This design comes from an exercise in tuning for small area, a short achievable clock period and few clock cycles per item on the open sky130 flow, not from production work.
RTL that was checked went through simulation tests only; none was proved equivalent to the original.
Function not checked in runs 1 and 2: the RTL went through the layout flow alone.
Power figures rest on the tool's default switching activity, not on a simulated workload.

## flow/config.mk

```make
export PLATFORM = sky130hd
export DESIGN_NAME = apb4_sram_slave
export DESIGN_NICKNAME = apb4_sram_slave
export VERILOG_FILES = /design/flow/design.v
export SDC_FILE = /design/flow/constraint.sdc
export NUM_CORES = 4
export LEC_CHECK = 0
export CAP_MARGIN = 20
export CORE_MARGIN = 2
export CORE_UTILIZATION = 60
export CTS_CLUSTER_DIAMETER = 100
export CTS_CLUSTER_SIZE = 30
export SETUP_SLACK_MARGIN = 1.5
export SLEW_MARGIN = 20
export SYNTH_HIERARCHICAL = 1
export SYNTH_MINIMUM_KEEP_SIZE = 0
```

## flow/constraint.sdc

```tcl
create_clock -name core_clock -period 3.3 [get_ports {pclk}]
set_input_delay 0.6600 -clock core_clock [delete_from_list [all_inputs] [get_ports {pclk}]]
set_output_delay 0.6600 -clock core_clock [all_outputs]
set_load 0.01 [all_outputs]
```

## flow/design.v

```verilog
package apb4_sram_pkg;
  typedef enum logic [1:0] {
    ST_IDLE   = 2'd0,
    ST_SETUP  = 2'd1,
    ST_WAIT   = 2'd2,
    ST_ACCESS = 2'd3
  } apb_state_e;
  localparam int DEF_ADDR_W      = 32;
  localparam int DEF_DATA_W      = 32;
  localparam int DEF_DEPTH       = 64;
  localparam int DEF_WAIT_CYCLES = 2;
  localparam int WAIT_CYCLES_MAX = 15;
  localparam int CNT_W           = 4;
  function automatic logic [CNT_W-1:0] wait_load(input int cycles);
    if (cycles > WAIT_CYCLES_MAX) begin
      wait_load = CNT_W'(WAIT_CYCLES_MAX);
    end else if (cycles < 0) begin
      wait_load = {CNT_W{1'b0}};
    end else begin
      wait_load = CNT_W'(cycles);
    end
  endfunction
endpackage
module apb4_sram_mem
#(
  parameter int DATA_W = apb4_sram_pkg::DEF_DATA_W,
  parameter int DEPTH  = apb4_sram_pkg::DEF_DEPTH,
  parameter int AW     = 6
) (
  input  logic                clk,
  input  logic                rst_n,
  input  logic [AW-1:0]       addr,
  input  logic                wstart,
  input  logic [DATA_W/8-1:0] be,
  input  logic [DATA_W-1:0]   wdata,
  input  logic                re,
  output logic [DATA_W-1:0]   rdata
);
  localparam int BYTES = DATA_W / 8;
  localparam int GRP   = 8;
  localparam int NGRP  = DEPTH / GRP;
  logic [DEPTH-1:0][DATA_W-1:0] mem_r;
  logic [GRP-1:0]  sel_lo;
  logic [NGRP-1:0] sel_hi;
  logic [NGRP-1:0] rsel_hi;
  always_comb begin
    for (int i = 0; i < GRP; i++) begin
      sel_lo[i] = (addr[2:0] == 3'(i));
    end
    for (int i = 0; i < NGRP; i++) begin
      sel_hi[i]  = (addr[AW-1:3] == (AW-3)'(i));
      rsel_hi[i] = re && sel_hi[i];
    end
  end
  logic [GRP-1:0]  wsel_lo_r;
  logic [NGRP-1:0] wsel_hi_r;
  always_ff @(posedge clk or negedge rst_n) begin
    if (!rst_n) begin
      wsel_hi_r <= {NGRP{1'b0}};
    end else begin
      wsel_hi_r <= wstart ? sel_hi : {NGRP{1'b0}};
    end
  end
  always_ff @(posedge clk) begin
    wsel_lo_r <= sel_lo;
  end
  logic [NGRP-1:0]          wsel_hi_n;
  logic [GRP-1:0][BYTES-1:0] wsel_lob_n;
  logic [DEPTH-1:0][BYTES-1:0] wen;
  always_comb begin
    wsel_hi_n = ~wsel_hi_r;
    for (int i = 0; i < GRP; i++) begin
      for (int b = 0; b < BYTES; b++) begin
        wsel_lob_n[i][b] = !(wsel_lo_r[i] && be[b]);
      end
    end
  end
  for (genvar w = 0; w < DEPTH; w++) begin : g_wen
    for (genvar b = 0; b < BYTES; b++) begin : g_byte
      apb4_sram_nor2 u_wen (
        .a (wsel_hi_n[w / GRP]),
        .b (wsel_lob_n[w % GRP][b]),
        .y (wen[w][b])
      );
    end
  end
  always_ff @(posedge clk) begin
    for (int w = 0; w < DEPTH; w++) begin
      for (int b = 0; b < BYTES; b++) begin
        if (wen[w][b]) begin
          mem_r[w][b*8 +: 8] <= wdata[b*8 +: 8];
        end
      end
    end
  end
  for (genvar b = 0; b < DATA_W; b++) begin : g_rbit
    logic [NGRP-1:0] grp;
    for (genvar g = 0; g < NGRP; g++) begin : g_grp
      logic [GRP-1:0] col;
      for (genvar k = 0; k < GRP; k++) begin : g_col
        assign col[k] = mem_r[g*GRP + k][b];
      end
      apb4_sram_andor8 u_lo (.a (col), .s (sel_lo), .y (grp[g]));
    end
    apb4_sram_andor8 u_hi (.a (grp), .s (rsel_hi), .y (rdata[b]));
  end
endmodule
module apb4_sram_andor8 (
  input  logic [7:0] a,
  input  logic [7:0] s,
  output logic       y
);
  assign y = |(a & s);
endmodule
module apb4_sram_nor2 (
  input  logic a,
  input  logic b,
  output logic y
);
  assign y = !(a || b);
endmodule
module apb4_sram_slave
#(
  parameter int ADDR_W      = apb4_sram_pkg::DEF_ADDR_W,
  parameter int DATA_W      = apb4_sram_pkg::DEF_DATA_W,
  parameter int DEPTH       = apb4_sram_pkg::DEF_DEPTH,
  parameter int WAIT_CYCLES = 0
) (
  input  logic                pclk,
  input  logic                presetn,
  input  logic                psel,
  input  logic                penable,
  input  logic                pwrite,
  input  logic [ADDR_W-1:0]   paddr,
  input  logic [DATA_W-1:0]   pwdata,
  input  logic [DATA_W/8-1:0] pstrb,
  output logic [DATA_W-1:0]   prdata,
  output logic                pready,
  output logic                pslverr
);
  localparam int BYTES  = DATA_W / 8;
  localparam int OFF_W  = $clog2(BYTES);
  localparam int MEM_AW = (DEPTH > 1) ? $clog2(DEPTH) : 1;
  logic              pready_r;
  logic              pslverr_r;
  logic [DATA_W-1:0] prdata_r;
  logic [ADDR_W-1:0] word_idx_s;
  logic              err_s;
  logic              setup_s;
  logic [BYTES-1:0]  be_s;
  logic [DATA_W-1:0] mem_rdata_s;
  always_comb begin
    word_idx_s = paddr >> OFF_W;
    err_s      = ((paddr & ADDR_W'(BYTES - 1)) != {ADDR_W{1'b0}}) ||
                 (word_idx_s >= ADDR_W'(DEPTH));
  end
  always_comb begin
    be_s = pstrb;
  end
  assign setup_s = psel && !penable && !pready_r;
  always_ff @(posedge pclk or negedge presetn) begin
    if (!presetn) begin
      pready_r  <= 1'b0;
      pslverr_r <= 1'b0;
    end else begin
      pready_r  <= setup_s;
      pslverr_r <= setup_s && err_s;
    end
  end
  always_ff @(posedge pclk) begin
    prdata_r <= mem_rdata_s;
  end
  apb4_sram_mem #(
    .DATA_W (DATA_W),
    .DEPTH  (DEPTH),
    .AW     (MEM_AW)
  ) u_mem (
    .clk    (pclk),
    .rst_n  (presetn),
    .addr   (word_idx_s[MEM_AW-1:0]),
    .wstart (setup_s && pwrite && !err_s),
    .be     (be_s),
    .wdata  (pwdata),
    .re     (!err_s),
    .rdata  (mem_rdata_s)
  );
  assign prdata  = prdata_r;
  assign pready  = pready_r;
  assign pslverr = pslverr_r;
endmodule
```

## flow/run.sh

```bash
#!/bin/bash
# synth_recipe.tcl (not shown) runs the flow's synth.tcl, then flattens the netlist and writes it again
# the make line also repeats each setting of config.mk as NAME=value (left out here)
make -C /OpenROAD-flow-scripts/flow DESIGN_CONFIG=/design/flow/config.mk WORK_HOME=/design/flow/orfs CLKGATE_MAP_FILE= SYNTH_SCRIPT=/design/flow/synth_recipe.tcl finish
```

==> flow_summary.toml, run 1 <==
[routing]
drtPass1Iterations = 6
post_drt_wl_per_cell_um = 33.6
vias = 42709
drt_iter0_markers = 6266
antenna_left = 0
routed_wirelength_um = 205000
via_per_inst = 6.99
drc = 0

[power]
p_clk_share_pct = 28.4
cellPowerDensity_nw_per_um2 = 511
swShare_pct = 20.7
intPower_mw = 34.7
irDropWorstVdd_mv = 0.521
combPwrFrac_pct = 4.9
p_leak_nw = 25.5
pwr-share-seq_pct = 66.7
p_switching_mw = 9.07

[sta]
final-max-slew-violation-count = 0
period_share_pct = 63.8
setup_violations = 0
post-route-min-period_ps = 2100
whs_ps = 176
relSlewSlack_pct = 35.1
clock_skew_ps = 21.9
rsz0062_at_grt = "yes"
final-hold-violation-count = 0
max_freq_mhz = 475
tightestPinTransition_ps = 971

[min_path]
holdCritPathClass = "in -> reg"

[finish]
multi_input_area_um2 = 13500
layout-drive-gt1-share_pct = 21.0
nNetsFinal = 4472
area_growth_pct = 14.9
area.sequential_um2 = 62600
final_cells = 6106
fillers = 7899

[yosys]
ys_seq_elements = 2098
synth_nets = 3955
yosysUniqueCellTypes = 24
syn_inst = 3882
avgSynthCellArea_um2 = 19.2
syn-cell-area_um2 = 74500
synth_seq_area_share_pct = 83.9
yosys_warnings = 8

[critical_path]
path_max_fanout = 54
required_ps = 3870
crit_arrival_ps = 2680
criticalPathCategory = "in -> reg"
critPathCaptureType = "flop"
start_kind = "input port"

[die]
fp.coreArea_um2 = 123000
die-area_um2 = 127000
num_io_pins = 107
die_height_um = 356
die_x_um = 356
start_util_pct = 60.4
rows = 129

[global_routing]
grt_usage_pct = 32.1
grt_max_degree = 105
grt_pass1_wl_um = 291000
grt_antenna_before_repair = 8
grt_pass1_vias = 41418
grt-ovfl-total = 0

[clock_network]
htreeDepth = 3
numCtsBuffers = 79
clock_path_buffers = 3
cts.sinks = 2098
clkTransAtPathRegs_ps = 110
cts_root_buf = "clkbuf_16"
clk_latency_ps = 720
cts_tree = "yes"

[placed_design]
dp_hpwl_um = 122000
io_buffer_count = 106
gp_congestion = 0.850
dp.cells = 5890

[run_status]
outcome = "no timing/DRC/antenna violations"

[run]
drv_cap = 0
[metal layers]
layer	routed length (um)	up-vias	track usage, %
li1	-	17857	-
met2	98500	2401	50.9
met3	19700	254	5.16
met4	4970	6	8.15
met1	82100	22191	47.3
met5	36	-	0
[power by group through the flow]
stage | clock network, mW | logic, mW | registers (mW)
2_1_floorplan | 0 | 0.746 | 29.8
3_3_place_gp | 0 | 1.84 | 29.8
3_5_place_dp | 0 | 1.88 | 29.8
4_1_cts | 12.6 | 2.11 | 29.2
5_1_grt | 13.4 | 2.26 | 29.2
6_report | 12.4 | 2.16 | 29.2
[per-module statistics from Yosys (local to each module, per instance), excerpt]
| module | cells | area (um^2) |
|---|---|---|
| apb4_sram_andor8 | 5 | 36.3 |
| apb4_sram_slave | 51 | 820 |
| apb4_sram_nor2 | 1 | 3.75 |
[metrics by stage]
step	area, um^2	setup TNS, ps	total power, mW	util [%]	worst slack [ps]
finish	85600	0	43.8	69.4	1200
global route	85600	0	44.9	69.3	1170
CTS	85300	0	43.8	69.1	1270
detailed placement	80500	-821	31.7	65.2	-111
global placement	80500	-1550	31.6	65.2	-186
floorplan	74900	-101460	30.5	-	-2870
[cell usage in the layout (no fill, tap or decap), types with 61 or more instances in the layout]
master and n:
a22oi_2 175, a22oi_1 977, clkbuf_16 85, nor2_1 96, nand4_1 289, buf_4 209
nor2_2 135, edfxtp_1 2048, buf_12 66, clkbuf_1 61
[sequential cells by signal, summed over array words and instances (netlist names)]
| signal | count |
|---|---|
| u_mem.mem_r | 2048 |
| prdata_r | 32 |
| u_mem.wsel_hi_r | 8 |
| u_mem.wsel_lo_r | 8 |
| pready_r | 1 |
| pslverr_r | 1 |
[worst paths after layout]
path / from / to / slack, ps / cells past startpoint
min: pwdata[2] / u_mem.mem_r[1506]$_DFFE_PP_ / 180 / 1
max reg2reg: u_mem.wsel_hi_r[4]$_DFF_PN0_ / u_mem.mem_r[1078]$_DFFE_PP_ / 1490 / 4
min reg2reg: u_mem.mem_r[1229]$_DFFE_PP_ / prdata_r[13]$_DFF_P_ / 650 / 4
max in group asynchronous: presetn / pslverr_r$_DFF_PN0_ / 2170 / 1
min in group asynchronous: presetn / pready_r$_DFF_PN0_ / 470 / 1
max: paddr[3] / prdata_r[29]$_DFF_P_ / 1200 / 10
[cell type report]
| cell class | count | share of cell area [%] |
|---|---|---|
| multi-input combinational | 1771 | 15.8 |
| tap | 1637 | 2.39 |
| clock buffer | 146 | 2.74 |
| inverter | 8 | 0.0468 |
| clock inverter | 2 | 0.0292 |
| sequential | 2098 | 73.1 |
| timing repair buffer | 441 | 5.88 |
| antenna | 3 | 0.00877 |
[critical path: stages]
cell	delay (ps)
buf_6	90
buf_6	130
buf_6	140
and3_4	210
buf_12	180
buf_6	240
a22oi_1	230
nand4_1	150
a22oi_2	380
nand4_1	170
[cell usage after synthesis]
cell type | number | area share, %
edfxtp_1 | 2048 | 82
a22oi_1 | 1152 | 12
nand4_1 | 289 | 2.4
nor2_1 | 258 | 1.3
dfxtp_1 | 40 | 1.1
nand2_1 | 33 | 0.17
dfrtp_1 | 10 | 0.34
inv_1 | 8 | 0.040
and4bb_2 | 6 | 0.10
and4b_2 | 5 | 0.076
clkbuf_1 | 4 | 0.020
nor3b_1 | 4 | 0.040
nor4_1 | 4 | 0.034
nor4_2 | 4 | 0.067
and3b_1 | 3 | 0.035
buf_6 | 3 | 0.045
and4_2 | 2 | 0.027
and4b_1 | 2 | 0.027
nor3_1 | 2 | 0.013
and3_1 | 1 | 0.0084
nand3_1 | 1 | 0.0067
nor4b_2 | 1 | 0.020
nor4b_4 | 1 | 0.032
o31a_1 | 1 | 0.012
[timing repair]
action | in CTS | in global routing
gates resized for setup | 617 | 52
pin swaps | 133 | 42
setup endpoints to repair | 996 | 488
setup buffers | 24 | 9
hold buffers | 0 | 0
cloned | 31 | 1
[kinds of logic (layout without fill, tap and decap cells)]
| family | Yosys count | in the layout | synth area share, % |
|---|---|---|---|
| flops | 2098 | 2098 | 83.9 |
| compound gates | 1153 | 1153 | 11.6 |
| simple gates | 616 | 618 | 4.38 |
| buf+inv | 15 | 597 | 0.106 |
| other cells | 0 | 3 | 0 |
==> run 2: changes to the inputs <==
--- a/flow/config.mk
+++ b/flow/config.mk
@@ -11,4 +11,5 @@
 export CTS_CLUSTER_DIAMETER = 100
 export CTS_CLUSTER_SIZE = 30
+export PLACE_DENSITY = 0.72
 export SETUP_SLACK_MARGIN = 1.5
 export SLEW_MARGIN = 20
==> run 2 against run 1 <==
Effect of this change:
- power grew 0.59%
- hold slack better by 100 ps
- sequential share of layout area shrank 0.63 points
- die area did not move
- cell count rose by 1.1%
- critical path depth up 2
- count of clock-buffer cells in the layout down 2
- combinational power hardly changed
- clock power about the same
- area after synthesis unchanged
- first-iteration DRC count grew 19%
==> flow_summary.toml, run 2 <==
[global_routing]
grt_max_degree = 66
grt_usage_pct = 31.7
grt_pass1_vias = 41110
grt_pass1_wl_um = 290000
grt_antenna_before_repair = 7
grt-ovfl-total = 0

[sta]
max_freq_mhz = 495
setup_violations = 0
rsz0062_at_grt = "yes"
relSlewSlack_pct = 37.9
whs_ps = 279
final-hold-violation-count = 0
period_share_pct = 61.2
final-max-slew-violation-count = 0
tightestPinTransition_ps = 932
clock_skew_ps = 37.2
post-route-min-period_ps = 2020

[clock_network]
clkTransAtPathRegs_ps = 110
cts_tree = "yes"
clk_latency_ps = 720
clock_path_buffers = 3
htreeDepth = 3
cts.sinks = 2098
cts_root_buf = "clkbuf_16"
numCtsBuffers = 80
cts_hold_buf = 0

[placed_design]
dp.cells = 5927
dp_hpwl_um = 114000
io_buffer_count = 106
gp_congestion = 0.841

[yosys]
synth_ff_type = "edfxtp_1"
async_flop_share_pct = 0.477
synth_edf_count = 2048
netlist_top_cells_area = "edfxtp_1, a22oi_1, nand4_1"
synth_nets = 3955
yosys-top-cells-count = "edfxtp_1, a22oi_1, nand4_1"
synth_seq_area_share_pct = 83.9
synth_most_common_cell = "edfxtp_1"
ys_seq_elements = 2098
yosysTopAreaCell = "edfxtp_1"
yosys_warnings = 8
avgSynthCellArea_um2 = 19.2
syn_inst = 3882
yosysUniqueCellTypes = 24
syn-cell-area_um2 = 74500
netlist.area_leader.share_pct = 82.5

[finish]
layout-drive-gt1-share_pct = 21.9
largestRegisters = "u_mem.mem_r (2048), prdata_r (32)"
mostFrequentLayoutCells = "edfxtp_1, a22oi_1, nand4_1"
largest_register = "u_mem.mem_r"
final_cells = 6173
area_growth_pct = 15.9
nNetsFinal = 4540
largest_register_ffs = 2048
final_common_cell = "edfxtp_1"

[critical_path]
path_max_fanout = 8
start_kind = "input port"
critPathCaptureType = "flop"
required_ps = 3890
criticalPathCategory = "in -> reg"
crit_arrival_ps = 2600

[run]
drv_cap = 0

[power]
p_leak_nw = 25.9
cellPowerDensity_nw_per_um2 = 510
irDropWorstVdd_mv = 0.551

[routing]
routed_wirelength_um = 203000
via_per_inst = 7.08
drtPass1Iterations = 5
drt_iter0_markers = 7481
antenna_left = 0
post_drt_wl_per_cell_um = 33.0
vias = 43684
drc = 0

[die]
fp.coreArea_um2 = 123000
rows = 129
start_util_pct = 60.4
die_height_um = 356
die-area_um2 = 127000
num_io_pins = 107
die_x_um = 356

[run_status]
outcome = "no timing/DRC/antenna violations"

[min_path]
holdCritPathClass = "in -> async"
==> run 2: cell types whose count changed in the layout (fill, tap and decap cells not counted), sizes merged, moves of 2 or more <==
cell / before / now
bufbuf: 8 / 14
clkdlybuf4s15: 4 / 7
clkbuf: 149 / 146
dlygate4sd2: 6 / 4
buf: 413 / 474
==> run 2: cell families after synthesis <==
family,count (synthesis),share of synthesized area [%]
buf+inv,15,0.106
simple gates,616,4.38
flops,2098,83.9
compound gates,1153,11.6
==> run 2: final timing paths <==
path,start,end,slack (ps),depth (start not counted)
min in group core_clock,paddr[7],u_mem.wsel_hi_r[0]$_DFF_PN0_,330,3
max,paddr[6],prdata_r[19]$_DFF_P_,1280,12
min reg2reg,pready_r$_DFF_PN0_,pready_r$_DFF_PN0_,480,1
max in group asynchronous,presetn,u_mem.wsel_hi_r[6]$_DFF_PN0_,2660,1
min,presetn,u_mem.wsel_hi_r[0]$_DFF_PN0_,280,1
max reg2reg,u_mem.wsel_lo_r[5]$_DFF_P_,u_mem.mem_r[185]$_DFFE_PP_,1390,3
==> run 2: routing by layer <==
metal  global-route usage (%)  wire (um)  up-vias
met1                     46.1      75700    22176
met5                        0         23        -
met4                     9.91       6700        4
met3                     5.82      24500      351
met2                     49.6      96500     3168
li1                         -          -    17985
==> run 2: what timing repair did <==
item,4_1_cts,5_1_grt
endpoints found under the setup margin,1024,760
resized for setup,620,83
buffers inserted,42,18
gates cloned,34,1
pin swaps,115,39
==> run 2: per-stage QoR <==
stage	area, um^2	TNS, ps	power [mW]	worst slack [ps]	utilization [%]
6_report	86400	0	44.0	1280	70.0
5_1_grt	86400	0	45.0	1250	70.0
4_1_cts	85900	0	44.0	1360	69.5
3_5_place_dp	80700	-9.69	31.6	-9.69	65.3
3_3_place_gp	80700	0	31.6	16.2	65.3
2_1_floorplan	74900	-101460	30.5	-2870	-
==> run 2: layout make-up <==
type / count / area, um^2
Clock buffer: 144 / 2380
Sequential cell: 2098 / 62600
Tap cell: 1637 / 2050
Timing Repair Buffer: 508 / 5580
Multi-Input combinational cell: 1771 / 13600
Inverter: 8 / 50.0
Antenna cell: 4 / 10.0
Fill cell: 7463 / 37100
Clock inverter: 3 / 76.3
==> run 2: power by group <==
| part | leakage, nW | internal (mW) | total (mW) | switching, mW |
|---|---|---|---|---|
| logic | 5.90 | 0.650 | 2.15 | 1.50 |
| registers | 18.9 | 29.2 | 29.2 | 0.0181 |
| clock network | 1.17 | 5.09 | 12.7 | 7.62 |
==> run 2: critical path: stages <==
cell,delay (ps)
buf_8,100
nor4_4,260
and4b_1,280
nor3_2,60
buf_4,160
nor4b_4,140
buf_4,150
buf_12,150
buf_12,160
buf_4,140
a22oi_2,210
nand4_1,120
==> run 2: Yosys stat by module (local to each module, per instance), excerpt <==
module / cells inside / area, um^2
apb4_sram_andor8: 5 / 36.3
apb4_sram_slave: 51 / 820
apb4_sram_nor2: 1 / 3.75
==> run 3: changes to the inputs <==
--- a/flow/design.v
+++ b/flow/design.v
@@ -43,5 +43,4 @@
   logic [GRP-1:0]  sel_lo;
   logic [NGRP-1:0] sel_hi;
-  logic [NGRP-1:0] rsel_hi;
   always_comb begin
     for (int i = 0; i < GRP; i++) begin
@@ -49,6 +48,5 @@
     end
     for (int i = 0; i < NGRP; i++) begin
-      sel_hi[i]  = (addr[AW-1:3] == (AW-3)'(i));
-      rsel_hi[i] = re && sel_hi[i];
+      sel_hi[i] = (addr[AW-1:3] == (AW-3)'(i));
     end
   end
@@ -94,14 +92,20 @@
     end
   end
-  for (genvar b = 0; b < DATA_W; b++) begin : g_rbit
-    logic [NGRP-1:0] grp;
-    for (genvar g = 0; g < NGRP; g++) begin : g_grp
-      logic [GRP-1:0] col;
-      for (genvar k = 0; k < GRP; k++) begin : g_col
-        assign col[k] = mem_r[g*GRP + k][b];
+  for (genvar l = 0; l < BYTES; l++) begin : g_rlane
+    logic [GRP-1:0]  rsel_lo;
+    logic [NGRP-1:0] rsel_hi;
+    apb4_sram_rdec u_dec (.addr (addr), .re (re), .lo (rsel_lo), .hi (rsel_hi));
+    for (genvar i = 0; i < 8; i++) begin : g_rbit
+      localparam int B = l*8 + i;
+      logic [NGRP-1:0] grp;
+      for (genvar g = 0; g < NGRP; g++) begin : g_grp
+        logic [GRP-1:0] col;
+        for (genvar k = 0; k < GRP; k++) begin : g_col
+          assign col[k] = mem_r[g*GRP + k][B];
+        end
+        apb4_sram_andor8 u_lo (.a (col), .s (rsel_lo), .y (grp[g]));
       end
-      apb4_sram_andor8 u_lo (.a (col), .s (sel_lo), .y (grp[g]));
-    end
-    apb4_sram_andor8 u_hi (.a (grp), .s (rsel_hi), .y (rdata[b]));
+      apb4_sram_andor8 u_hi (.a (grp), .s (rsel_hi), .y (rdata[B]));
+    end
   end
 endmodule
@@ -119,4 +123,17 @@
 );
   assign y = !(a || b);
+endmodule
+module apb4_sram_rdec (
+  input  logic [5:0] addr,
+  input  logic       re,
+  output logic [7:0] lo,
+  output logic [7:0] hi
+);
+  always_comb begin
+    for (int i = 0; i < 8; i++) begin
+      lo[i] = (addr[2:0] == 3'(i));
+      hi[i] = re && (addr[5:3] == 3'(i));
+    end
+  end
 endmodule
 module apb4_sram_slave
--- a/flow/config.mk
+++ b/flow/config.mk
@@ -11,5 +11,4 @@
 export CTS_CLUSTER_DIAMETER = 100
 export CTS_CLUSTER_SIZE = 30
-export PLACE_DENSITY = 0.72
 export SETUP_SLACK_MARGIN = 1.5
 export SLEW_MARGIN = 20
==> run 3 against run 2 <==
Effect of this change:
- critical endpoint is now prdata_r[8]$_DFF_P_
- die area rose by 0.65%
- sequential cell count stayed put
- highest routed layer unchanged
- synthesized cell count is 1.4% higher
- power shrank 0.99%
- via count decreased by 2.4%
- maximum frequency down 1.1%
- hold slack worse by 24 ps
- utilization decreased by 1.1 points
- count of clock-buffer cells in the layout shrank 1
- final area decreased by 1.1%
==> flow_summary.toml, run 3 <==
[run_status]
outcome = "no timing/DRC/antenna violations"

[critical_path]
path_cells = "buf_6 -> buf_12 -> buf_4 -> nor3_4 -> buf_12 -> a22oi_1 -> nand4_1 -> a22oi_2 -> nand4_1"
cpPeakStageDelay_ps = 340
path_max_fanout = 40
crit_arrival_ps = 2630
required_ps = 3880
start_kind = "input port"
r2r_start = "u_mem.wsel_lo_r[2]$_DFF_P_"
rrSetupSlack_ps = 1560
criticalPathCategory = "in -> reg"
crit_slowest_cell = "a22oi_1"
r2r_end = "u_mem.mem_r[1861]$_DFFE_PP_"
critPathCaptureType = "flop"
reg2reg_depth = 4

[finish]
area_growth_pct = 13.9
largest_register_ffs = 2048
nNetsFinal = 4597
final_common_cell = "edfxtp_1"
largest_register = "u_mem.mem_r"
largestRegisters = "u_mem.mem_r (2048), prdata_r (32)"
final_core_util_pct = 68.9
final_cells = 6225
layout-drive-gt1-share_pct = 19.3
mostFrequentLayoutCells = "edfxtp_1, a22oi_1, buf_4"

[routing]
post_drt_wl_per_cell_um = 31.4
vias = 42616
drc = 0
drt_iter0_markers = 6014
antenna_left = 0
via_per_inst = 6.85
drtPass1Iterations = 6
routed_wirelength_um = 196000

[global_routing]
grt-ovfl-total = 0
grt_pass1_vias = 40207
grt_antenna_before_repair = 7
grt_usage_pct = 30.2
grt_max_degree = 65
grt_pass1_wl_um = 279000

[yosys]
syn_inst = 3935
synth_seq_area_share_pct = 83.4
ys_seq_elements = 2098
yosysTopAreaCell = "edfxtp_1"
yosysUniqueCellTypes = 22
synth_ff_type = "edfxtp_1"
avgSynthCellArea_um2 = 19.1
yosys_warnings = 9
synth_most_common_cell = "edfxtp_1"
async_flop_share_pct = 0.477
yosys-top-cells-count = "edfxtp_1, a22oi_1, nand4_1"
syn-cell-area_um2 = 75000
synth_nets = 4008
netlist_top_cells_area = "edfxtp_1, a22oi_1, nand4_1"
synth_edf_count = 2048
netlist.area_leader.share_pct = 82.0

[die]
start_util_pct = 60.5
die_height_um = 358
die_x_um = 358
fp.coreArea_um2 = 124000
num_io_pins = 107
rows = 129
die-area_um2 = 128000

[sta]
final-max-slew-violation-count = 0
setup_violations = 0
max_freq_mhz = 490
clock_skew_ps = 29.1
period_share_pct = 61.9
setup_total_negative_slack_ps = 0
rsz0062_at_grt = "yes"
relSlewSlack_pct = 35.4
tightestPinTransition_ps = 969
final-hold-violation-count = 0
post-route-min-period_ps = 2040
whs_ps = 255

[clock_network]
cts_hold_buf = 0
htreeDepth = 3
cts_root_buf = "clkbuf_16"
clkTransAtPathRegs_ps = 110
cts_tree = "yes"
clk_latency_ps = 720
numCtsBuffers = 79
cts.sinks = 2098
clock_path_buffers = 3

[min_path]
holdPathStages = 1
holdCritPathClass = "in -> reg"
worstHoldStart = "pwdata[21]"
min_to = "u_mem.mem_r[1013]$_DFFE_PP_"

[placed_design]
dp_hpwl_um = 115000
gp_congestion = 0.829
io_buffer_count = 106
dp.cells = 6031

[run]
drv_cap = 0

[power]
cellPowerDensity_nw_per_um2 = 510
p_leak_nw = 25.8
irDropWorstVdd_mv = 0.438
[run 3: worst max-delay path, delay by kind of cell]
| family | cells | cell delay (ps) |
|---|---|---|
| AOI/OAI and AO/OA | 2 | 640 |
| and+or+nand+nor | 3 | 490 |
| buffers and inverters | 4 | 750 |
[run 3: kinds of logic (layout without fill, tap and decap cells)]
kind of cell,Yosys count,count (layout),share of synthesized area [%]
AO/OA/AOI/OAI,1153,1153,11.5
other,0,2,0
flip-flops,2098,2098,83.4
buffers and inverters,12,660,0.0667
AND/OR/NAND/NOR,672,675,5.04
[run 3: timing repair]
action                                  4_1_cts  5_1_grt
cloned                                        8        2
setup buffers                                35        4
endpoints found under the setup margin     1591      108
pin swaps                                    44       39
resized for setup                           498       58
[run 3: where the power goes]
part,switching (mW),internal [mW]
sequential,0.0183,29.2
clock,7.57,4.75
combinational,1.56,0.539
[run 3: metrics by stage]
stage | power [mW] | setup slack, ps | area, um^2
final | 43.6 | 1260 | 85400
after global routing | 44.7 | 1200 | 85400
after CTS | 43.7 | 1270 | 85100
after detailed placement | 31.8 | 259 | 81300
after global placement | 31.8 | 324 | 81300
after floorplan | 30.5 | 809 | 75300
[run 3: layout make-up]
type | instances | area, um^2
diodes | 2 | 5.00
clock buffers | 143 | 2270
fillers | 8122 | 38500
inverters | 8 | 47.5
multi-input cells | 1828 | 13800
flip-flops and latches | 2098 | 62600
well taps | 1637 | 2050
repair buffers | 509 | 4640
[run 3: worst max-delay path by stage]
stage / slack [ps] / to / cells past startpoint / start
finish: 1260 / prdata_r[8]$_DFF_P_ / 9 / paddr[4]
global route: 1200 / prdata_r[3]$_DFF_P_ / 11 / paddr[6]
CTS: 1270 / pslverr / 1 / pslverr_r$_DFF_PN0_
detailed placement: 260 / prdata_r[11]$_DFF_P_ / 8 / paddr[16]
global placement: 320 / prdata_r[26]$_DFF_P_ / 8 / paddr[16]
floorplan: 810 / prdata_r[0]$_DFF_P_ / 5 / paddr[3]
[run 3: layer usage]
metal	up-vias	wire length, um	GRT usage (%)	part of all wire [%]
met3	225	16100	4.35	8.2
li1	18209	-	-	-
met2	1914	94800	48.0	48
met5	-	30	0	0.015
met4	4	4550	7.92	2.3
met1	22264	80000	44.9	41
[run 3: Yosys stat by module, one instance, submodules excluded, excerpt]
| module | flip-flops and latches | cell area, um^2 | copies in the design | cells inside |
|---|---|---|---|---|
| apb4_sram_andor8 | 0 | 36.3 | 288 | 5 |
| apb4_sram_nor2 | 0 | 3.75 | 256 | 1 |
| apb4_sram_rdec | 0 | 156 | 4 | 16 |
| apb4_sram_slave | 34 | 820 | 1 | 51 |
Testbench counts of run 3, summed over its fixed seeds: cycles 80,000, transfers 40,000.
==> run 4: changes to the inputs <==
--- a/flow/config.mk
+++ b/flow/config.mk
@@ -15,2 +15,3 @@
 export SYNTH_HIERARCHICAL = 1
 export SYNTH_MINIMUM_KEEP_SIZE = 0
+export TNS_END_PERCENT = 5
==> run 4 against run 3 <==
Effect of this change:
- die area is the same
- maximum frequency is 0.16% lower
- area after synthesis unchanged
- sequential power about the same
- hold slack worse by 11 ps
- critical endpoint is now u_mem.mem_r[108]$_DFFE_PP_
- largest power group unchanged
==> flow_summary.toml, run 4 <==
[clock_network]
numCtsBuffers = 79
htreeDepth = 3
clkTransAtPathRegs_ps = 110
cts_hold_buf = 0
cts.sinks = 2098
clk_latency_ps = 710
cts_root_buf = "clkbuf_16"
clock_path_buffers = 3
cts_tree = "yes"

[yosys]
synth_edf_count = 2048
syn-cell-area_um2 = 75000
synth_most_common_cell = "edfxtp_1"
ys_seq_elements = 2098
async_flop_share_pct = 0.477
synth_nets = 4008
synth_ff_type = "edfxtp_1"
netlist.area_leader.share_pct = 82.0
yosys_warnings = 9
synth_seq_area_share_pct = 83.4
yosysTopAreaCell = "edfxtp_1"
yosys-top-cells-count = "edfxtp_1, a22oi_1, nand4_1"
netlist_top_cells_area = "edfxtp_1, a22oi_1, nand4_1"
yosysUniqueCellTypes = 22
avgSynthCellArea_um2 = 19.1
syn_inst = 3935

[sta]
max_freq_mhz = 489
relSlewSlack_pct = 30.9
post-route-min-period_ps = 2040
rsz0062_at_grt = "yes"
setup_total_negative_slack_ps = 0
tightestPinTransition_ps = 1040
final-max-slew-violation-count = 0
whs_ps = 244
setup_violations = 0
clock_skew_ps = 23.9
final-hold-violation-count = 0
period_share_pct = 62.0
worst_slack_ps = 1260

[die]
die-area_um2 = 128000
die_height_um = 358
start_util_pct = 60.5
die_x_um = 358
fp.coreArea_um2 = 124000
num_io_pins = 107
rows = 129

[global_routing]
grt_pass1_wl_um = 281000
grt_usage_pct = 30.3
grt-ovfl-total = 0
grt_antenna_before_repair = 13
grt_pass1_vias = 40257
grt_max_degree = 65

[finish]
largest_register_ffs = 2048
nNetsFinal = 4616
layout-drive-gt1-share_pct = 19.2
largest_register = "u_mem.mem_r"
fillers = 8166
largestRegisters = "u_mem.mem_r (2048), prdata_r (32)"
area_growth_pct = 13.9
final_cells = 6248
final_common_cell = "edfxtp_1"
final_cell_area_um2 = 85500
mostFrequentLayoutCells = "edfxtp_1, a22oi_1, buf_4"
final_core_util_pct = 69.0

[power]
p_clk_share_pct = 28.2
fin_total_pwr_mw = 43.6
combPwrFrac_pct = 4.8
cellPowerDensity_nw_per_um2 = 510
pwr-share-seq_pct = 67.0
intPower_mw = 34.5
p_switching_mw = 9.10
swShare_pct = 20.9
p_leak_nw = 25.9
irDropWorstVdd_mv = 0.447

[routing]
routed_wirelength_um = 195000
vias = 42740
antenna_left = 0
drt_iter0_markers = 5992
drtPass1Iterations = 6
via_per_inst = 6.84
drc = 0
post_drt_wl_per_cell_um = 31.2

[placed_design]
dp.cells = 6048
dp_slack_ps = 203
dp_hpwl_um = 116000
gp_congestion = 0.839
io_buffer_count = 106
placed_area_um2 = 81400

[critical_path]
start_kind = "input port"
crit_arrival_ps = 2460
path_max_fanout = 8
critPathCaptureType = "flop"
required_ps = 3710
criticalPathCategory = "in -> reg"

[min_path]
holdCritPathClass = "in -> reg"

[run]
drv_cap = 0

[run_status]
outcome = "no timing/DRC/antenna violations"
run 4: metal layers:
layer  vias to the layer above  global-route usage (%)  share of wire, %
met2                      2056                    47.3                47
met4                         8                    6.84               2.0
met1                     22178                    46.7                42
met5                         -                       0             0.032
li1                      18251                       -                 -
met3                       247                    3.79               8.7
run 4: power groups by stage:
stage | registers [mW] | clock network, mW | logic [mW]
2_1_floorplan | 29.8 | 0 | 0.701
3_3_place_gp | 29.8 | 0 | 1.95
3_5_place_dp | 29.8 | 0 | 1.97
4_1_cts | 29.2 | 12.5 | 2.06
5_1_grt | 29.2 | 13.3 | 2.21
6_report | 29.2 | 12.3 | 2.10
run 4: worst max-delay path, stage by stage:
cell	delay (ps)
clkdlybuf4s50_1	760
nand2_1	400
buf_4	300
nor2_1	100
buf_4	230
run 4: final cells by class:
cell class | instances | area [um^2] | area share [%]
Timing Repair Buffer | 530 | 4910 | 5.75
Antenna cell | 6 | 15.0 | 0.0176
Multi-Input combinational cell | 1826 | 13600 | 15.9
Inverter | 8 | 46.3 | 0.0542
Sequential cell | 2098 | 62600 | 73.2
Tap cell | 1637 | 2050 | 2.40
Clock buffer | 143 | 2270 | 2.66
run 4: worst paths after layout:
| kind | from | endpoint | slack [ps] | cells after the start |
|---|---|---|---|---|
| worst max-delay path | pstrb[1] | u_mem.mem_r[108]$_DFFE_PP_ | 1260 | 5 |
| worst min-delay path | paddr[3] | u_mem.wsel_lo_r[4]$_DFF_P_ | 240 | 2 |
| worst max register to register | u_mem.wsel_lo_r[4]$_DFF_P_ | u_mem.mem_r[1676]$_DFFE_PP_ | 1300 | 3 |
| worst min register to register | pready_r$_DFF_PN0_ | pready_r$_DFF_PN0_ | 480 | 1 |
| max in group asynchronous | presetn | pready_r$_DFF_PN0_ | 2620 | 1 |
| min in group asynchronous | presetn | u_mem.wsel_hi_r[2]$_DFF_PN0_ | 310 | 1 |
run 4: kinds of logic (layout without fill, tap and decap cells):
logic type	after synthesis	in the layout	share of synthesized area [%]
flops	2098	2098	83.4
compound gates	1153	1153	11.5
simple gates	672	673	5.04
buf+inv	12	681	0.0667
other cells	0	6	0
run 4: modules after synthesis (local to each module, per instance), a selection:
| module | times used | cells inside | flip-flops and latches |
|---|---|---|---|
| apb4_sram_andor8 | 288 | 5 | 0 |
| apb4_sram_nor2 | 256 | 1 | 0 |
| apb4_sram_rdec | 4 | 16 | 0 |
| apb4_sram_slave | 1 | 51 | 34 |
run 4: timing repair:
item / in CTS / in global routing
endpoints found under the setup margin: 1528 / 1440
resized for setup: 397 / 111
setup buffers: 37 / 4
pin swaps: 48 / 42
hold endpoints to repair: 0 / 0
cloned: 9 / 1
==> run 5: changes to the inputs <==
--- a/flow/config.mk
+++ b/flow/config.mk
@@ -11,5 +11,5 @@
 export CTS_CLUSTER_DIAMETER = 100
 export CTS_CLUSTER_SIZE = 30
-export SETUP_SLACK_MARGIN = 1.5
+export SETUP_SLACK_MARGIN = 1.7
 export SLEW_MARGIN = 20
 export SYNTH_HIERARCHICAL = 1
==> run 5 against run 4 <==
Effect of this change:
- maximum frequency fell by 8.8%
- combinational power fell by 5%
- critical endpoint is now prdata_r[9]$_DFF_P_
- hold slack improved by 90 ps
- first-iteration DRC count fell by 9.7%
- largest cell class unchanged
- count of clock-buffer cells in the layout did not move
- via count fell by 0.66%
- register-to-register slack got worse by 110 ps
- worst setup slack got worse by 200 ps
- global-route usage fell by 0.29 points
- sequential share of layout area rose by 0.33 points
==> flow_summary.toml, run 5 <==
[die]
fp.coreArea_um2 = 124000
die_height_um = 358
start_util_pct = 60.5
die_x_um = 358
num_io_pins = 107
rows = 129
die-area_um2 = 128000

[global_routing]
grt_antenna_before_repair = 7
grt_usage_pct = 30.0
grt_pass1_vias = 40469
grt_max_degree = 65
grt-ovfl-total = 0
grt_pass1_wl_um = 278000

[routing]
wl_met3_um = 15600
drt_iter0_markers = 5413
drtPass1Iterations = 6
routed.top_layer = "met5"
routed_wirelength_um = 194000
drc = 0
via_per_inst = 6.82
post_drt_wl_per_cell_um = 31.1
vias = 42458
antenna_left = 0
wl_met1_um = 79600
dr_wl_met2_um = 93900

[sta]
period_share_pct = 68.0
relSlewSlack_pct = 28.0
clock_skew_ps = 28.5
rsz0062_at_grt = "yes"
final-hold-violation-count = 0
post-route-min-period_ps = 2240
setup_violations = 0
final-max-slew-violation-count = 0
tightestPinTransition_ps = 1080
max_freq_mhz = 446

[critical_path]
path_max_fanout = 8
crit_arrival_ps = 2810
start_kind = "input port"
required_ps = 3870
criticalPathCategory = "in -> reg"
critPathCaptureType = "flop"

[finish]
fillers = 8125
nNetsFinal = 4591
layout-drive-gt1-share_pct = 17.9
final_common_cell = "edfxtp_1"
largestRegisters = "u_mem.mem_r (2048), prdata_r (32)"
largest_register = "u_mem.mem_r"
largest_register_ffs = 2048
mostFrequentLayoutCells = "edfxtp_1, a22oi_1, buf_4"
final_cell_area_um2 = 85100
final_cells = 6221
area_growth_pct = 13.4

[placed_design]
io_buffer_count = 106
placed_area_um2 = 81500
dp.cells = 6052
dp_hpwl_um = 117000
gp_congestion = 0.850

[min_path]
holdCritPathClass = "in -> async"

[yosys]
synth_nets = 4008
syn_inst = 3935
netlist.area_leader.share_pct = 82.0
netlist_top_cells_area = "edfxtp_1, a22oi_1, nand4_1"
synth_most_common_cell = "edfxtp_1"
yosysTopAreaCell = "edfxtp_1"
synth_edf_count = 2048
ys_seq_elements = 2098
yosys-top-cells-count = "edfxtp_1, a22oi_1, nand4_1"
async_flop_share_pct = 0.477
syn-cell-area_um2 = 75000
yosys_warnings = 9
yosysUniqueCellTypes = 22
synth_ff_type = "edfxtp_1"
synth_seq_area_share_pct = 83.4
avgSynthCellArea_um2 = 19.1

[clock_network]
clkTransAtPathRegs_ps = 110
clock_path_buffers = 3
numCtsBuffers = 79
cts.sinks = 2098
cts_tree = "yes"
cts_root_buf = "clkbuf_16"
htreeDepth = 3
clk_latency_ps = 700

[power]
cellPowerDensity_nw_per_um2 = 510
p_leak_nw = 25.9
irDropWorstVdd_mv = 0.495

[run]
drv_cap = 0

[run_status]
outcome = "no timing/DRC/antenna violations"
[run 5: cell counts after synthesis]
No cell type changed its count.
[run 5: worst max-delay path: stages]
cell	delay, ps
buf_4	160
nor4_4	400
buf_4	190
and4b_2	260
nor3_4	50
buf_12	150
clkbuf_16	180
and4bb_4	260
a22oi_2	290
nand4_1	170
[run 5: per-layer routing]
layer	vias to the layer above	track usage, %
li1	18185	-
met1	22122	44.4
met2	1902	48.3
met3	247	3.98
met4	2	7.36
met5	-	0
[run 5: cell type report]
cell class                 count  area [um^2]  area share (%)
sequential                  2098        62600            73.6
multi-input combinational   1826        13600            15.9
tap                         1637         2050            2.41
antenna                        4         10.0          0.0118
clock buffer                 143         2270            2.67
timing repair buffer         505         4550            5.35
inverter                       8         41.3          0.0485
[run 5: kinds of logic (layout without fill, tap and decap cells)]
kind of cell	after synthesis	count (layout)	share of synthesized area, %
buffers and inverters	12	656	0.0667
and+or+nand+nor	672	673	5.04
AOI/OAI and AO/OA	1153	1153	11.5
other	0	4	0
DFF	2098	2098	83.4
[run 5: through the flow]
step | total power, mW | setup WS [ps] | setup TNS (ps) | hold WS, ps | util (%)
2_1_floorplan | 30.5 | 809 | 0 | 364 | -
3_3_place_gp | 31.7 | -101 | -574 | 449 | 65.8
3_5_place_dp | 31.7 | -182 | -2260 | 478 | 65.8
4_1_cts | 43.5 | 1180 | 0 | 313 | 68.2
5_1_grt | 44.5 | 1110 | 0 | 376 | 68.7
6_report | 43.4 | 1060 | 0 | 334 | 68.7
[run 5: final timing paths]
check	from	endpoint	slack [ps]	cells past startpoint
worst max-delay path	paddr[6]	prdata_r[9]$_DFF_P_	1060	10
worst min-delay path	presetn	pready_r$_DFF_PN0_	330	1
worst max register to register	u_mem.wsel_lo_r[2]$_DFF_P_	u_mem.mem_r[858]$_DFFE_PP_	1190	3
worst min register to register	pready_r$_DFF_PN0_	pready_r$_DFF_PN0_	510	1
max in group asynchronous	presetn	u_mem.wsel_hi_r[7]$_DFF_PN0_	2560	1
min in group core_clock	pwdata[11]	u_mem.mem_r[1899]$_DFFE_PP_	390	1
[run 5: modules after synthesis, one instance, submodules excluded, a selection]
module,cells,area [um^2]
apb4_sram_andor8,5,36.3
apb4_sram_nor2,1,3.75
apb4_sram_rdec,16,156
apb4_sram_slave,51,820
[run 5: power by group]
part	switching [mW]	internal [mW]
clock	7.51	4.75
combinational	1.46	0.533
sequential	0.0143	29.2
[run 5: repair_timing]
action | in CTS | in global routing
resized for setup | 336 | 116
hold buffers | 0 | 0
buffers inserted | 9 | 7
cloned | 2 | 4
endpoints found under the setup margin | 1855 | 2026
pin swaps | 10 | 23
==> run 6: changes to the inputs <==
--- a/flow/config.mk
+++ b/flow/config.mk
@@ -11,7 +11,7 @@
 export CTS_CLUSTER_DIAMETER = 100
 export CTS_CLUSTER_SIZE = 30
-export SETUP_SLACK_MARGIN = 1.7
+export GPL_ROUTABILITY_DRIVEN = 0
+export SETUP_SLACK_MARGIN = 1.5
 export SLEW_MARGIN = 20
 export SYNTH_HIERARCHICAL = 1
 export SYNTH_MINIMUM_KEEP_SIZE = 0
-export TNS_END_PERCENT = 5
==> run 6 against run 5 <==
Effect of this change:
- hold slack got worse by 79 ps
- count of clock-buffer cells in the layout unchanged
- utilization up 0.25 points
- critical path depth shrank 1
- synthesized cell count unchanged
- sequential power is essentially flat
- routed wire length is 0.97% higher
- sequential cell count unchanged
- still clean on timing, DRC and antenna
==> flow_summary.toml, run 6 <==
[sta]
period_share_pct = 61.9
max_freq_mhz = 490
relSlewSlack_pct = 35.4
rsz0062_at_grt = "yes"
final-max-slew-violation-count = 0
whs_ps = 255
post-route-min-period_ps = 2040
tightestPinTransition_ps = 969
setup_violations = 0
clock_skew_ps = 29.1
setup_total_negative_slack_ps = 0
final-hold-violation-count = 0

[run]
drv_cap = 0

[routing]
via_per_inst = 6.85
routed_wirelength_um = 196000
drt_iter0_markers = 6014
vias = 42616
post_drt_wl_per_cell_um = 31.4
drtPass1Iterations = 6
drc = 0
antenna_left = 0

[global_routing]
grt_usage_pct = 30.2
grt_pass1_wl_um = 279000
grt_max_degree = 65
grt_antenna_before_repair = 7
grt_pass1_vias = 40207
grt-ovfl-total = 0

[power]
pwr-share-seq_pct = 66.9
combPwrFrac_pct = 4.8
cellPowerDensity_nw_per_um2 = 510
p_switching_mw = 9.15
p_leak_nw = 25.8
intPower_mw = 34.5
swShare_pct = 21.0
p_clk_share_pct = 28.2
irDropWorstVdd_mv = 0.438

[clock_network]
clock_path_buffers = 3
clkTransAtPathRegs_ps = 110
numCtsBuffers = 79
cts_root_buf = "clkbuf_16"
cts_hold_buf = 0
htreeDepth = 3
cts.sinks = 2098
clk_latency_ps = 720
cts_tree = "yes"

[finish]
largest_register_ffs = 2048
largestRegisters = "u_mem.mem_r (2048), prdata_r (32)"
area.sequential_um2 = 62600
area_growth_pct = 13.9
layout-drive-gt1-share_pct = 19.3
fillers = 8122
nNetsFinal = 4597
mostFrequentLayoutCells = "edfxtp_1, a22oi_1, buf_4"
final_common_cell = "edfxtp_1"
largest_register = "u_mem.mem_r"
multi_input_area_um2 = 13800
final_core_util_pct = 68.9

[yosys]
netlist_top_cells_area = "edfxtp_1, a22oi_1, nand4_1"
synth_nets = 4008
synth_seq_area_share_pct = 83.4
ys_seq_elements = 2098
synth_ff_type = "edfxtp_1"
synth_most_common_cell = "edfxtp_1"
yosysTopAreaCell = "edfxtp_1"
synth_edf_count = 2048
avgSynthCellArea_um2 = 19.1
yosysUniqueCellTypes = 22
syn_inst = 3935
yosys_warnings = 9
syn-cell-area_um2 = 75000
yosys-top-cells-count = "edfxtp_1, a22oi_1, nand4_1"
netlist.area_leader.share_pct = 82.0
async_flop_share_pct = 0.477

[die]
fp.coreArea_um2 = 124000
num_io_pins = 107
rows = 129
start_util_pct = 60.5
die_x_um = 358
die-area_um2 = 128000
die_height_um = 358

[run_status]
outcome = "no timing/DRC/antenna violations"

[critical_path]
criticalPathCategory = "in -> reg"
required_ps = 3880
cpPeakStageDelay_ps = 340
critPathCaptureType = "flop"
path_max_fanout = 40
crit_arrival_ps = 2630
start_kind = "input port"
path_cells = "buf_6 -> buf_12 -> buf_4 -> nor3_4 -> buf_12 -> a22oi_1 -> nand4_1 -> a22oi_2 -> nand4_1"
crit_slowest_cell = "a22oi_1"

[placed_design]
dp_hpwl_um = 115000
io_buffer_count = 106

[min_path]
holdCritPathClass = "in -> reg"
==> run 6: repair_timing <==
item / CTS / global route
resized for setup: 498 / 58
pin swaps: 44 / 39
gates cloned: 8 / 2
endpoints found under the setup margin: 1591 / 108
setup buffers: 35 / 4
==> run 6: layout make-up <==
cell class,count,area share (%)
Sequential cell,2098,73.3
Multi-Input combinational cell,1828,16.1
Timing Repair Buffer,509,5.43
Clock buffer,143,2.66
Tap cell,1637,2.40
Inverter,8,0.0556
Antenna cell,2,0.00586
==> run 6: metrics by stage <==
step                std cells  setup slack, ps  total power, mW  area [um^2]
finish                   6225             1260             43.6        85400
global route             6225             1200             44.7        85400
floorplan                3935              809             30.5        75300
global placement         6031              324             31.8        81300
detailed placement       6031              259             31.8        81300
CTS                      6217             1270             43.7        85100
==> run 6: worst paths after layout <==
kind	start	end	slack, ps	depth (start not counted)
min in group asynchronous	presetn	u_mem.wsel_hi_r[6]$_DFF_PN0_	340	1
hold reg to reg	pready_r$_DFF_PN0_	pready_r$_DFF_PN0_	610	2
hold / removal	pwdata[21]	u_mem.mem_r[1013]$_DFFE_PP_	260	1
setup / recovery	paddr[4]	prdata_r[8]$_DFF_P_	1260	9
setup reg to reg	u_mem.wsel_lo_r[2]$_DFF_P_	u_mem.mem_r[1861]$_DFFE_PP_	1560	4
max in group asynchronous	presetn	pready_r$_DFF_PN0_	2520	1
==> run 6: modules after synthesis, one instance, submodules excluded, excerpt <==
| module | flip-flops and latches | cell area, um^2 | copies in the design | cells |
|---|---|---|---|---|
| apb4_sram_slave | 34 | 820 | 1 | 51 |
| apb4_sram_rdec | 0 | 156 | 4 | 16 |
| apb4_sram_andor8 | 0 | 36.3 | 288 | 5 |
| apb4_sram_nor2 | 0 | 3.75 | 256 | 1 |
==> run 6: cells by family after synthesis <==
group           after synthesis  share of synthesized area (%)
flops                      2098                           83.4
compound gates             1153                           11.5
simple gates                672                           5.04
buf+inv                      12                         0.0667
==> run 6: metal layers <==
| metal | GRT usage [%] | wire length [um] | vias to the layer above | part of all wire (%) |
|---|---|---|---|---|
| li1 | - | - | 18209 | - |
| met1 | 44.9 | 80000 | 22264 | 41 |
| met2 | 48.0 | 94800 | 1914 | 48 |
| met3 | 4.35 | 16100 | 225 | 8.2 |
| met4 | 7.92 | 4550 | 4 | 2.3 |
| met5 | 0 | 30 | - | 0.015 |
==> run 6: power by group through the flow <==
stage / combinational, mW / sequential, mW / clock (mW)
after floorplan: 0.702 / 29.8 / 0
after global placement: 1.97 / 29.8 / 0
after detailed placement: 1.97 / 29.8 / 0
after CTS: 2.06 / 29.2 / 12.4
after global routing: 2.21 / 29.2 / 13.4
final: 2.10 / 29.2 / 12.3
==> run 6: critical path, delay by kind of cell <==
family	cells	cell delay (ps)
AOI/OAI and AO/OA	2	640
buffers and inverters	4	750
and+or+nand+nor	3	490
==> run 7: changes to the inputs <==
--- a/flow/config.mk
+++ b/flow/config.mk
@@ -8,8 +8,8 @@
 export CAP_MARGIN = 20
 export CORE_MARGIN = 2
-export CORE_UTILIZATION = 60
+export CORE_UTILIZATION = 70
 export CTS_CLUSTER_DIAMETER = 100
 export CTS_CLUSTER_SIZE = 30
-export GPL_ROUTABILITY_DRIVEN = 0
+export PLACE_DENSITY = 0.78
 export SETUP_SLACK_MARGIN = 1.5
 export SLEW_MARGIN = 20
==> run 7 against run 6 <==
Effect of this change:
- worst setup slack gained 47 ps
- register-to-register slack lost 150 ps
- die area decreased by 14%
- first-iteration DRC count up 22%
- clock power about the same
- largest cell class unchanged
==> flow_summary.toml, run 7 <==
[yosys]
syn-cell-area_um2 = 75000
synth_ff_type = "edfxtp_1"
synth_most_common_cell = "edfxtp_1"
synth_seq_area_share_pct = 83.4
synth_nets = 4008
syn_inst = 3935
synth_compound_area_share_pct = 11.5
synthXorXnorAreaFrac_pct = 0
synth-simple-area-share_pct = 5.04
yosys_warnings = 9
ys_seq_elements = 2098
synth_top_family_by_area = "compound AO/OA/AOI/OAI gates"
netlist.area_leader.share_pct = 82.0
async_flop_share_pct = 0.477
synth_mux_area_share_pct = 0
synth_edf_count = 2048
yosysUniqueCellTypes = 22
avgSynthCellArea_um2 = 19.1
netlist_top_cells_area = "edfxtp_1, a22oi_1, nand4_1"
yosys-top-cells-count = "edfxtp_1, a22oi_1, nand4_1"
yosysTopAreaCell = "edfxtp_1"
synth_fa_ha_area_share_pct = 0

[die]
die-area_um2 = 110000
die_height_um = 331
die_x_um = 331
rows = 120
fp.coreArea_um2 = 107000
num_io_pins = 107
start_util_pct = 70.3

[routing]
routed.top_layer = "met5"
via_per_inst = 7.36
drc = 0
antenna_left = 0
dr_wl_met2_um = 93100
routed_wirelength_um = 194000
post_drt_wl_per_cell_um = 32.1
wl_met3_um = 24300
wl_met1_um = 68900
drt_iter0_markers = 7315
vias = 44431
drtPass1Iterations = 8

[finish]
final_cell_area_um2 = 85700
largest_register = "u_mem.mem_r"
nNetsFinal = 4637
final_core_util_pct = 80.3
area_growth_pct = 14.2
largest_register_ffs = 2048
final_common_cell = "edfxtp_1"
largestRegisters = "u_mem.mem_r (2048), prdata_r (32)"
layout-drive-gt1-share_pct = 20.2
mostFrequentLayoutCells = "edfxtp_1, a22oi_1, buf_4"

[min_path]
holdCritPathClass = "in -> async"

[critical_path]
criticalPathCategory = "in -> reg"
critPathCaptureType = "flop"
start_kind = "input port"
crit_arrival_ps = 2570
path_max_fanout = 64
required_ps = 3880

[clock_network]
htreeDepth = 3
cts.sinks = 2098
clock_path_buffers = 3
numCtsBuffers = 79
clk_latency_ps = 720
clkTransAtPathRegs_ps = 110
cts_root_buf = "clkbuf_16"
cts_tree = "yes"

[global_routing]
grt_max_degree = 65
grt_pass1_vias = 41912
grt_usage_pct = 34.5
grt_pass1_wl_um = 277000
grt-ovfl-total = 0
grt_antenna_before_repair = 5

[sta]
post-route-min-period_ps = 1990
final-hold-violation-count = 0
relSlewSlack_pct = 24.5
clock_skew_ps = 19.8
whs_ps = 337
setup_violations = 0
rsz0062_at_grt = "yes"
tightestPinTransition_ps = 1130
final-max-slew-violation-count = 0
period_share_pct = 60.4
max_freq_mhz = 501

[run]
drv_cap = 0

[power]
irDropWorstVdd_mv = 0.578
fin_total_pwr_mw = 43.6
p_leak_nw = 26.2
cellPowerDensity_nw_per_um2 = 509

[placed_design]
dp_hpwl_um = 113000
placed_area_um2 = 81300
io_buffer_count = 106
gp_congestion = 0.924

[run_status]
outcome = "no timing/DRC/antenna violations"
## run 7: changes by cell type in the layout (fill, tap and decap cells not counted), moves of 6 or more
cell / change
buf_4: +16
dlygate4sd2_1: -15
buf_2: +14
nor2_4: -11
buf_12: +10
nor2_2: +10
clkdlybuf4s15_1: -7
buf_16: +6
## run 7: where the power goes
| part | switching (mW) | leakage [nW] | internal, mW |
|---|---|---|---|
| Combinational | 1.57 | 6.16 | 0.579 |
| Sequential | 0.0147 | 18.9 | 29.2 |
| Clock | 7.40 | 1.11 | 4.86 |
## run 7: final timing paths
kind	start	endpoint	slack [ps]	cells past startpoint
max in group asynchronous	presetn	u_mem.wsel_hi_r[4]$_DFF_PN0_	2500	1
setup reg to reg	u_mem.wsel_lo_r[6]$_DFF_P_	u_mem.mem_r[968]$_DFFE_PP_	1410	4
hold / removal	presetn	u_mem.wsel_hi_r[2]$_DFF_PN0_	340	1
min in group core_clock	pwdata[4]	u_mem.mem_r[516]$_DFFE_PP_	360	1
setup / recovery	paddr[2]	prdata_r[30]$_DFF_P_	1310	9
hold reg to reg	pready_r$_DFF_PN0_	pready_r$_DFF_PN0_	460	1
## run 7: worst max-delay path: stages
cell and delay [ps]:
buf_6 100, buf_12 140, buf_4 170, and3b_2 220, buf_12 210, a22oi_1 310
nand4_1 320, a22oi_2 290, nand4_1 120
## run 7: cells by family (layout without fill, tap and decap cells)
| family | count (synthesis) | in the layout |
|---|---|---|
| simple gates | 672 | 673 |
| buf+inv | 12 | 706 |
| flops | 2098 | 2098 |
| compound gates | 1153 | 1153 |
| other cells | 0 | 3 |
## run 7: per-stage QoR
step | setup WS [ps] | TNS [ps] | instances
4_1_cts | 1390 | 0 | 6025
3_5_place_dp | -286 | -7700 | 5827
2_1_floorplan | 809 | 0 | 3935
3_3_place_gp | -213 | -5410 | 5827
5_1_grt | 1310 | 0 | 6033
6_report | 1310 | 0 | 6036
## run 7: cell type report
class | instances | area, um^2
fillers | 5180 | 21100
inverters | 8 | 52.6
repair inverters | 2 | 15.0
multi-input cells | 1826 | 13700
well taps | 1403 | 1760
diodes | 3 | 7.51
clock inverters | 3 | 26.3
repair buffers | 549 | 5210
flip-flops and latches | 2098 | 62600
clock buffers | 144 | 2320
## run 7: modules after synthesis (local to each module, per instance), excerpt
module | area [um^2] | cells | times used
apb4_sram_andor8 | 36.3 | 5 | 288
apb4_sram_nor2 | 3.75 | 1 | 256
apb4_sram_rdec | 156 | 16 | 4
apb4_sram_slave | 820 | 51 | 1
## run 7: repair_timing
| item | 4_1_cts | 5_1_grt |
|---|---|---|
| resized for setup | 477 | 108 |
| cloned | 18 | 5 |
| pin swaps | 76 | 43 |
| setup buffers | 33 | 3 |
| hold buffers | 0 | 0 |
| endpoints found under the setup margin | 1123 | 467 |
## run 7: layer usage
metal  track usage, %  vias up
met3             7.02      434
met4             11.8        2
met5                0        -
met1             48.9    22327
li1                 -    18278
met2             54.8     3390
==> run 8: changes to the inputs <==
--- a/flow/config.mk
+++ b/flow/config.mk
@@ -6,5 +6,5 @@
 export NUM_CORES = 4
 export LEC_CHECK = 0
-export CAP_MARGIN = 20
+export CAP_MARGIN = 5
 export CORE_MARGIN = 2
 export CORE_UTILIZATION = 70
@@ -12,6 +12,6 @@
 export CTS_CLUSTER_SIZE = 30
 export PLACE_DENSITY = 0.78
-export SETUP_SLACK_MARGIN = 1.5
-export SLEW_MARGIN = 20
+export SETUP_SLACK_MARGIN = 1.65
+export SLEW_MARGIN = 5
 export SYNTH_HIERARCHICAL = 1
 export SYNTH_MINIMUM_KEEP_SIZE = 0
==> run 8 against run 7 <==
Effect of this change:
- global-route usage is 0.16 points higher
- count of clock-buffer cells in the layout stayed put
- worst setup slack better by 77 ps
- register-to-register slack better by 180 ps
- final area is 0.58% lower
- sequential power hardly changed
- area after synthesis stayed put
- sequential cell count stayed put
- hold slack worse by 120 ps
- highest routed layer unchanged
==> flow_summary.toml, run 8 <==
[run_status]
outcome = "no timing/DRC/antenna violations"

[sta]
rsz0062_at_grt = "yes"
clock_skew_ps = 21.8
setup_violations = 0
max_freq_mhz = 521
setup_total_negative_slack_ps = 0
period_share_pct = 58.1
final-hold-violation-count = 0
tightestPinTransition_ps = 965
post-route-min-period_ps = 1920
whs_ps = 220
final-max-slew-violation-count = 0
relSlewSlack_pct = 35.7

[critical_path]
r2r_start = "u_mem.wsel_lo_r[5]$_DFF_P_"
crit_slowest_cell = "a22oi_1"
path_buf_inv = 4
reg2reg_depth = 3
critical_path.top_delay_family = "buffers and inverters"
cpPeakStageDelay_ps = 330
crit_arrival_ps = 2490
criticalPathCategory = "in -> reg"
r2r_end = "u_mem.mem_r[936]$_DFFE_PP_"
path_max_fanout = 64
start_kind = "input port"
required_ps = 3880
path_depth = 9
rrSetupSlack_ps = 1590
critPathCaptureType = "flop"
path_cells = "buf_12 -> buf_4 -> buf_4 -> nor3_4 -> buf_12 -> a22oi_1 -> nand4_1 -> a22oi_1 -> nand4_1"

[yosys]
netlist.area_leader.share_pct = 82.0
yosysTopAreaCell = "edfxtp_1"
yosys-top-cells-count = "edfxtp_1, a22oi_1, nand4_1"
netlist_top_cells_area = "edfxtp_1, a22oi_1, nand4_1"
synth_edf_count = 2048
avgSynthCellArea_um2 = 19.1
syn-cell-area_um2 = 75000
synth-simple-area-share_pct = 5.04
yosys_warnings = 9
async_flop_share_pct = 0.477
syn_inst = 3935
synth_nets = 4008
yosysUniqueCellTypes = 22
synth_most_common_cell = "edfxtp_1"
synth_mux_area_share_pct = 0
synth_top_family_by_area = "compound AO/OA/AOI/OAI gates"
synth_compound_area_share_pct = 11.5
synth_ff_type = "edfxtp_1"
synth_seq_area_share_pct = 83.4
synth_fa_ha_area_share_pct = 0
synthXorXnorAreaFrac_pct = 0
ys_seq_elements = 2098

[placed_design]
gp_congestion = 0.861
dp_hpwl_um = 111000
dp.cells = 5713
io_buffer_count = 106

[routing]
drt_iter0_markers = 7255
routed_wirelength_um = 193000
post_drt_wl_per_cell_um = 32.8
via_per_inst = 7.48
vias = 44044
antenna_left = 0
drtPass1Iterations = 8
drc = 0

[global_routing]
grt_usage_pct = 34.6
grt_pass1_vias = 42044
grt_max_degree = 65
grt_pass1_wl_um = 279000
grt_antenna_before_repair = 7
grt-ovfl-total = 0

[die]
rows = 120
num_io_pins = 107
die-area_um2 = 110000
die_x_um = 331
die_height_um = 331
start_util_pct = 70.3
fp.coreArea_um2 = 107000

[min_path]
holdPathStages = 2
worstHoldStart = "paddr[3]"
holdCritPathClass = "in -> reg"
min_to = "u_mem.wsel_lo_r[0]$_DFF_P_"

[clock_network]
cts_root_buf = "clkbuf_16"
clk_latency_ps = 710
cts.sinks = 2098
cts_hold_buf = 0
clock_path_buffers = 3
numCtsBuffers = 79
clkTransAtPathRegs_ps = 110
htreeDepth = 3
cts_tree = "yes"

[finish]
final_common_cell = "edfxtp_1"
fillers = 5262
largestRegisters = "u_mem.mem_r (2048), prdata_r (32)"
largest_register_ffs = 2048
area_growth_pct = 13.5
mostFrequentLayoutCells = "edfxtp_1, a22oi_1, nand4_1"
layout-drive-gt1-share_pct = 20.6
largest_register = "u_mem.mem_r"
final_cells = 5890
nNetsFinal = 4492

[power]
irDropWorstVdd_mv = 0.403
fin_total_pwr_mw = 43.6
cellPowerDensity_nw_per_um2 = 512
p_leak_nw = 25.3

[run]
drv_cap = 0
==> run 8: cell counts after synthesis <==
No cell type changed its count.
==> run 8: repair_timing <==
item / in CTS / in global routing
gates resized for setup: 607 / 61
hold endpoints to repair: 0 / 0
pin swaps: 61 / 29
endpoints found under the setup margin: 1790 / 459
cloned: 6 / 1
buffers inserted: 19 / 2
==> run 8: how the worst max path moves through the flow <==
| stage | start | to | slack (ps) |
|---|---|---|---|
| after floorplan | paddr[3] | prdata_r[0]$_DFF_P_ | 810 |
| after global placement | paddr[17] | prdata_r[26]$_DFF_P_ | 270 |
| after detailed placement | paddr[16] | prdata_r[2]$_DFF_P_ | 230 |
| final | paddr[2] | prdata_r[11]$_DFF_P_ | 1380 |
| after CTS | pready_r$_DFF_PN0_ | pready | 1370 |
| after global routing | paddr[25] | prdata_r[2]$_DFF_P_ | 1350 |
==> run 8: routing by layer <==
| layer | GRT usage [%] | wire, um | vias to the layer above |
|---|---|---|---|
| met3 | 6.52 | 23300 | 444 |
| li1 | - | - | 18030 |
| met4 | 11.9 | 7210 | 10 |
| met1 | 49.1 | 69300 | 22227 |
| met2 | 55.4 | 93600 | 3333 |
| met5 | 0 | 64 | - |
==> run 8: modules after synthesis, one instance, submodules excluded, excerpt <==
module / area, um^2 / cells
apb4_sram_slave: 820 / 51
apb4_sram_andor8: 36.3 / 5
apb4_sram_rdec: 156 / 16
apb4_sram_nor2: 3.75 / 1
==> run 8: area by class of cell <==
cell class              instances  area, um^2  share of cell area [%]
flip-flops and latches       2098       62600                    73.5
multi-input cells            1827       14600                    17.1
repair buffers                405        3810                    4.48
clock buffers                 144        2320                    2.72
well taps                    1403        1760                    2.06
inverters                       8        60.1                  0.0705
clock inverters                 3        26.3                  0.0308
diodes                          2        5.00                 0.00588
==> run 8: power by group <==
group	internal [mW]	switching, mW	leakage, nW
sequential	29.2	0.0179	18.9
combinational	0.540	1.55	5.34
clock	4.86	7.51	1.11
total	34.6	9.08	25.3
==> run 8: cells by family (layout without fill, tap and decap cells) <==
logic type             Yosys count  in the layout
AOI/OAI and AO/OA             1153           1153
buffers and inverters           12            560
DFF                           2098           2098
other                            0              2
and+or+nand+nor                672            674
==> run 8: through the flow <==
| stage | setup WS [ps] | utilization [%] | cell area [um^2] |
|---|---|---|---|
| after floorplan | 809 | - | 75800 |
| after global placement | 274 | 75.8 | 80900 |
| after detailed placement | 232 | 75.8 | 80900 |
| after CTS | 1370 | 79.5 | 84900 |
| after global routing | 1350 | 79.8 | 85200 |
| final | 1380 | 79.8 | 85200 |
==> run 8: worst register-to-register path, cell delays in order, from the launching register on <==
cell and delay [ps]:
dfxtp_2 540, nand2_1 100, buf_4 240, nor2_2 460

==> what the ideal ports hide <==
How much do the figures lean on ideal ports? The routed layouts below were timed once more, with nothing changed but the port constraints. Step 1, drivers: a clkbuf_16 drives pclk and a buf_2 each remaining input, both assumed. Step 2 also shifts input and output timing later by t, the mid clock arrival at the registers, as if the neighbouring blocks saw the same clock. a / b / c = ideal ports / drivers / drivers and shift; a / b = the first two.
| run | shift t [ns] | setup WS [ns] | worst register clock-pin slew, ns |
|---|---|---|---|
| run 1 | 0.778 | 1.196 / 1.221 / 0.457 | 0.12 / 0.12 |
| run 2 | 0.778 | 1.281 / 1.307 / 0.529 | 0.12 / 0.12 |
| run 3 | 0.790 | 1.258 / 1.240 / 0.451 | 0.12 / 0.12 |
| run 4 | 0.774 | 1.255 / 1.198 / 0.425 | 0.12 / 0.12 |
| run 5 | 0.772 | 1.057 / 1.064 / 0.292 | 0.12 / 0.12 |
| run 6 | 0.790 | 1.258 / 1.240 / 0.451 | 0.12 / 0.12 |
| run 7 | 0.782 | 1.305 / 1.321 / 0.565 | 0.11 / 0.11 |
| run 8 | 0.776 | 1.382 / 1.314 / 0.615 | 0.12 / 0.12 |
After both steps setup and hold are still met in every run listed. For run 4, which loses most, drivers alone change the setup slack by -0.057 ns; drivers and shift together by -0.830 ns.
